Context: an optimization exercise on an open-source flow, tuned for small area. The choices shown serve that exercise and are no tape-out recipe. Only simulation tests tie the RTL to the original design; equivalence was not proved. The flow treats the clock pin as an ideal source. Dropping or thinning the clock tree relies on that and would not hold on a real chip. Power and IR drop assume default switching activity.

==> flow/design.v (excerpt) <==
module atsc_dc_blocker #(
    parameter int LOG2_LEN = 6,
    parameter int SR_CTRL  = 132
) (
    input  logic        ce_clk,
    input  logic        ce_rst,
    input  logic        set_stb,
    input  logic [7:0]  set_addr,
    input  logic [31:0] set_data,
    input  logic [31:0] in_tdata,
    input  logic        in_tlast,
    input  logic        in_tvalid,
    output logic        in_tready,
    output logic [31:0] out_tdata,
    output logic        out_tlast,
    output logic        out_tvalid,
    input  logic        out_tready
);
    localparam int N  = 1 << LOG2_LEN;
    localparam int SW = 16 + LOG2_LEN;
    localparam logic [7:0] CTRL_ADDR = 8'(SR_CTRL);
    localparam int KS = 11;   
    localparam int KD = 9;    
    function automatic logic [SW-1:0] csadd(input logic [SW-1:0] a, input logic [SW-1:0] b,
                                            input logic cin, input int K);
        logic c, h, run;
        logic [SW-1:0] r;
        c = cin;
        h = 1'b0;
        for (int k = 0; k < SW; k++) begin
            if (k == K) begin
                h = c;
                c = 1'b0;
            end
            r[k] = a[k] ^ b[k] ^ c;
            c    = (a[k] & b[k]) | (c & (a[k] ^ b[k]));
        end
        run = 1'b1;
        for (int k = 0; k < SW; k++) begin
            if (k < K) begin
                csadd[k] = r[k];
            end else begin
                csadd[k] = r[k] ^ (h & run);
                run      = run & r[k];
            end
        end
    endfunction
    function automatic logic [SW+15:0] comp(input logic [15:0] x, input logic [SW-1:0] base,
  ...
==> flow/config.mk <==
export PLATFORM = sky130hd
export DESIGN_NAME = atsc_dc_blocker
export DESIGN_NICKNAME = atsc_dc_blocker
export VERILOG_FILES = /design/flow/design.v
export SDC_FILE = /design/flow/constraint.sdc
export NUM_CORES = 4
export LEC_CHECK = 0
export CAP_MARGIN = 0
export CORE_MARGIN = 2
export CORE_UTILIZATION = 70
export GPL_TIMING_DRIVEN = 0
export SLEW_MARGIN = 0
==> flow/constraint.sdc <==
create_clock -name core_clock -period 8.0 [get_ports {ce_clk}]
set_input_delay 1.6000 -clock core_clock [delete_from_list [all_inputs] [get_ports {ce_clk}]]
set_output_delay 1.6000 -clock core_clock [all_outputs]
set_load 0.01 [all_outputs]
standard.sh (not shown) runs the stock make flow with config.mk's settings and CLKGATE_MAP_FILE= SYNTH_SCRIPT=/design/flow/synth_recipe.tcl, a recipe that flattens the netlist after the stock synthesis.
==> flow/flow/run.sh <==
#!/bin/bash
# Layout flow: the standard flow (standard.sh), with the clock tree built from smaller
# clock buffers in larger clusters and no dummy loads, and one-unit buffers on the ports.
# ORFS reads CTS_ARGS and BUFFER_PORTS_ARGS from the environment.
set -e
export CTS_ARGS="-sink_clustering_enable -repair_clock_nets -dont_use_dummy_load -buf_list sky130_fd_sc_hd__clkbuf_8 -sink_clustering_buffer sky130_fd_sc_hd__clkbuf_8 -sink_clustering_size 20 -sink_clustering_max_diameter 45"
export BUFFER_PORTS_ARGS="-buffer_cell sky130_fd_sc_hd__buf_1"
bash standard.sh > standard.log 2>&1
==> next run, changes <==
CORE_UTILIZATION = 75   (was 70)
Outcome:
- via count stays flat
- critical path depth is unchanged
- final cell count drops by 2.5%
- non-clock buffer count drops by 2
- wire length drops by 1.7%
- synthesized cell count is unchanged
- sequential power is about the same
- design area is about the same
- die area drops by 6.6%

---

Another version of the RTL of atsc_dc_blocker (not shown whole).
Size: about 2600 cells after synthesis, about 2100 flip-flops, roughly 110 I/O pins, ~68000 µm² of cells after synthesis.
export LEC_CHECK = 0
export CAP_MARGIN = 0
export CORE_MARGIN = 2
export CORE_UTILIZATION = 70
export SLEW_MARGIN = 0
create_clock -name core_clock -period 8.0 [get_ports {ce_clk}]
==> flow/flow/run.sh <==
#!/bin/bash
# Layout flow: the standard flow (standard.sh) with its own clock tree. Before ORFS's CTS
# step, flow/clock_tree.tcl (through the PRE_CTS_TCL hook, flow/cts_hook.tcl) clusters the
# flip-flops by recursive bisection of their placement and drives each cluster from one clock
# buffer, sized to keep the flip-flop clock-pin slew low; the leaf buffers are driven the same
# way by a balanced tree whose top buffers the clock port drives. Before ORFS's resize step,
# flow/enable_tree.tcl (through the PRE_RESIZE_TCL hook, flow/resize_hook.tcl) replaces the
# buffers placement put on the sample-accept net, which drives every window register's enable,
# with a two-level tree over placement clusters. Ports get one-unit buffers.
# ORFS reads these settings from the environment. standard.sh's output goes to standard.log
# and each ORFS step keeps its own log under orfs/logs.
set -e
HERE=$(cd "$(dirname "${BASH_SOURCE[0]}")" && pwd)
export PRE_CTS_TCL="$HERE/cts_hook.tcl"
export CT_LEVELS="sky130_fd_sc_hd__clkbuf_8:20:60 sky130_fd_sc_hd__clkbuf_8:8 sky130_fd_sc_hd__clkbuf_16:6 sky130_fd_sc_hd__clkbuf_16:4"
export CT_ROOT_MAX=4
export PRE_RESIZE_TCL="$HERE/resize_hook.tcl"
export DT_LEVELS="sky130_fd_sc_hd__buf_6:200 sky130_fd_sc_hd__buf_8:40"
export CT_SLEW_LEAF=0.116
export CT_SLEW_MID=0.100
export BUFFER_PORTS_ARGS="-buffer_cell sky130_fd_sc_hd__buf_1"
bash standard.sh > standard.log 2>&1
==> flow/flow/clock_tree.tcl <==
# Builds the clock tree by hand: the clock's flip-flops are split by recursive bisection of
# their placement into groups of at most LEAF_N, each driven by one LEAF_BUF placed at the
# group's centre; the leaf buffers are grouped the same way under MID_BUF buffers, and so on
# until at most ROOT_MAX drivers remain, which the clock port drives.
proc ct_env {name default} {
  if {[info exists ::env($name)] && $::env($name) ne ""} { return $::env($name) }
  return $default
}
set ct_levels [ct_env CT_LEVELS "sky130_fd_sc_hd__clkbuf_4:12 sky130_fd_sc_hd__clkbuf_8:14 sky130_fd_sc_hd__clkbuf_16:16"]
set ct_root_max [ct_env CT_ROOT_MAX 1]

proc ct_hp {items} {
  set xs [lmap it $items {lindex $it 0}]
  set ys [lmap it $items {lindex $it 1}]
  return [expr {[tcl::mathfunc::max {*}$xs] - [tcl::mathfunc::min {*}$xs] + [tcl::mathfunc::max {*}$ys] - [tcl::mathfunc::min {*}$ys]}]
}

# Groups of at most maxn items whose bounding box half-perimeter is at most maxhp (dbu).
proc ct_cluster {items maxn maxhp} {
  set n [llength $items]
  if {$n <= 1 || ($n <= $maxn && [ct_hp $items] <= $maxhp)} { return [list $items] }
  set k [expr {max(2, int(ceil(double($n) / $maxn)))}]
  set halves [ct_split $items 2 $k]
  set out {}
  foreach h $halves { set out [concat $out [ct_cluster $h $maxn $maxhp]] }
  return $out
}

proc ct_split {items k {kk 0}} {
  # with kk > 0: split into two parts in the ratio floor(kk/2) : kk - floor(kk/2)
  if {$kk > 0} {
    set xs [lmap it $items {lindex $it 0}]
    set ys [lmap it $items {lindex $it 1}]
    set dx [expr {[tcl::mathfunc::max {*}$xs] - [tcl::mathfunc::min {*}$xs]}]
    set dy [expr {[tcl::mathfunc::max {*}$ys] - [tcl::mathfunc::min {*}$ys]}]
    set idx [expr {$dx >= $dy ? 0 : 1}]
    set sorted [lsort -real -index $idx $items]
    set n [llength $sorted]
    set n1 [expr {int(round(double($n) * ($kk / 2) / $kk))}]
    return [list [lrange $sorted 0 [expr {$n1 - 1}]] [lrange $sorted $n1 end]]
  }
  # items: list of {x y obj}; k: number of groups wanted
  if {$k <= 1} { return [list $items] }
  set xs [lmap it $items {lindex $it 0}]
  set ys [lmap it $items {lindex $it 1}]
  set dx [expr {[tcl::mathfunc::max {*}$xs] - [tcl::mathfunc::min {*}$xs]}]
  set dy [expr {[tcl::mathfunc::max {*}$ys] - [tcl::mathfunc::min {*}$ys]}]
  set idx [expr {$dx >= $dy ? 0 : 1}]
  set sorted [lsort -real -index $idx $items]
  set n [llength $sorted]
  set k1 [expr {$k / 2}]
  set k2 [expr {$k - $k1}]
  set n1 [expr {int(round(double($n) * $k1 / $k))}]
  set a [lrange $sorted 0 [expr {$n1 - 1}]]
  set b [lrange $sorted $n1 end]
  return [concat [ct_split $a $k1] [ct_split $b $k2]]
}

set block [ord::get_db_block]
set db [ord::get_db]
set clk_net [$block findNet [ct_env CT_NET ce_clk]]
# items are {x y iterm}
set items {}
foreach it [$clk_net getITerms] {
  set inst [$it getInst]
  set bb [$inst getBBox]
  lappend items [list [expr {([$bb xMin] + [$bb xMax]) / 2}] [expr {([$bb yMin] + [$bb yMax]) / 2}] $it]
}
puts "clock tree: [llength $items] sinks on [$clk_net getName]"
set lvl 0
set nbuf 0
set specs $ct_levels
while {[llength $items] > $ct_root_max} {
  if {[llength $specs] > 1} {
    set spec [lindex $specs 0]
    set specs [lrange $specs 1 end]
  } else {
    set spec [lindex $specs 0]
  }
  lassign [split $spec :] master_name maxn maxhp
  if {$maxhp eq ""} { set maxhp 1e12 } else { set maxhp [expr {$maxhp * 1000}] }
  set master [$db findMaster $master_name]
  set groups [ct_cluster $items $maxn $maxhp]
  set next {}
  set gi 0
  foreach g $groups {
    set sx 0; set sy 0
    foreach it $g { set sx [expr {$sx + [lindex $it 0]}]; set sy [expr {$sy + [lindex $it 1]}] }
    set cx [expr {int($sx / [llength $g])}]
    set cy [expr {int($sy / [llength $g])}]
    set name "ctbuf_${lvl}_${gi}"
    set inst [odb::dbInst_create $block $master $name]
    $inst setLocation [expr {$cx - [$master getWidth] / 2}] [expr {$cy - [$master getHeight] / 2}]
    $inst setPlacementStatus PLACED
    set net [odb::dbNet_create $block "ctnet_${lvl}_${gi}"]
    $net setSigType CLOCK
    foreach it $g {
      set iterm [lindex $it 2]
      $iterm disconnect
      $iterm connect $net
    }
    [$inst findITerm X] connect $net
    set a [$inst findITerm A]
    $a connect $clk_net
    lappend next [list $cx $cy $a]
    incr gi
    incr nbuf
  }
  puts "clock tree level $lvl: [llength $groups] x $master_name (at most $maxn loads each)"
  set items $next
  incr lvl
}
puts "clock tree: $nbuf buffers, [llength $items] driven by the port"

# Size each buffer, from the leaves up, to the smallest clock buffer whose output slew, with
# placement-estimated parasitics, is at most CT_SLEW_LEAF (leaves) or CT_SLEW_MID (above).
set ct_sizes [ct_env CT_SIZES "sky130_fd_sc_hd__clkbuf_2 sky130_fd_sc_hd__clkbuf_4 sky130_fd_sc_hd__clkbuf_8 sky130_fd_sc_hd__clkbuf_16"]
set ct_slew_leaf [ct_env CT_SLEW_LEAF 0.105]
set ct_slew_mid [ct_env CT_SLEW_MID 0.150]
set_propagated_clock [all_clocks]
estimate_parasitics -placement
proc ct_load_slew {inst} {
  set mx 0
  foreach it [[[$inst findITerm X] getNet] getITerms] {
    if {[$it isInputSignal] || [[$it getMTerm] getName] eq "CLK"} {
      set p [get_pins "[[$it getInst] getName]/[[$it getMTerm] getName]"]
      set s [get_property $p slew_max]
      if {$s > $mx} { set mx $s }
    }
  }
  return $mx
}
set ct_order {}
for {set l 0} {$l < $lvl} {incr l} { lappend ct_order $l }
lappend ct_order 0
foreach l $ct_order {
  set target [expr {$l == 0 ? $ct_slew_leaf : $ct_slew_mid}]
  set nsz 0
  foreach inst [$block getInsts] {
    if {![string match "ctbuf_${l}_*" [$inst getName]]} { continue }
    foreach m $ct_sizes {
      $inst swapMaster [$db findMaster $m]
      if {[ct_load_slew $inst] <= $target} { break }
    }
    incr nsz
  }
  puts "clock tree level $l: sized $nsz buffers"
}
Other scripts of this flow, unchanged in this note and not shown: flow/flow/cts_hook.tcl, flow/flow/enable_tree.tcl, flow/flow/resize_hook.tcl
==> next run, changes <==
--- a/flow/flow/run.sh
+++ b/flow/flow/run.sh
@@ -20 +20 @@
-export CT_SLEW_MID=0.100
+export CT_SLEW_MID=0.150
The new run completed without violations.
Die area does not change.
Total power went down by about 0.5%.
Cell count barely changes.
No run of this note takes its clock network from TritonCTS; it comes from the design's own scripts or RTL.

## port drivers added, routing unchanged
How much do the figures lean on ideal ports? The routed layouts below were timed once more, with nothing changed but the port constraints. Step 1 (the two cells are an assumption about what drives the block):
set clk [get_ports {ce_clk}]
set_driving_cell -lib_cell sky130_fd_sc_hd__clkbuf_16 $clk
set_driving_cell -lib_cell sky130_fd_sc_hd__buf_2 [delete_from_list [all_inputs] $clk]
Step 2 adds t to the input delays and takes it off the output delays; t is the mean of the earliest and latest rising clock arrival at the registers after step 1. Input paths then give back, and output paths get back, about the clock's delay inside the block. a / b / c = ideal / step 1 / step 2; a / b = the first two.
run | t (ns) | setup slack, ns | worst slew at a driven data input, ns
the first run of note 1 | 0.859 | 1.121 / 1.121 / 0.699 | 0.09
the second run of note 1 | 0.873 | 1.061 / 1.061 / 0.738 | 0.10
the first run of note 2 | 0.828 | 0.469 / 0.469 / -0.071 | 0.07
the second run of note 2 | 0.962 | 0.424 / 0.424 / -0.055 | 0.07
Met with ideal ports but missed after step 2: setup timing in the first run of note 2 and the second run of note 2. For the first run of note 2, which loses most, drivers alone change the setup slack by 0.000 ns; drivers and shift together by -0.540 ns.
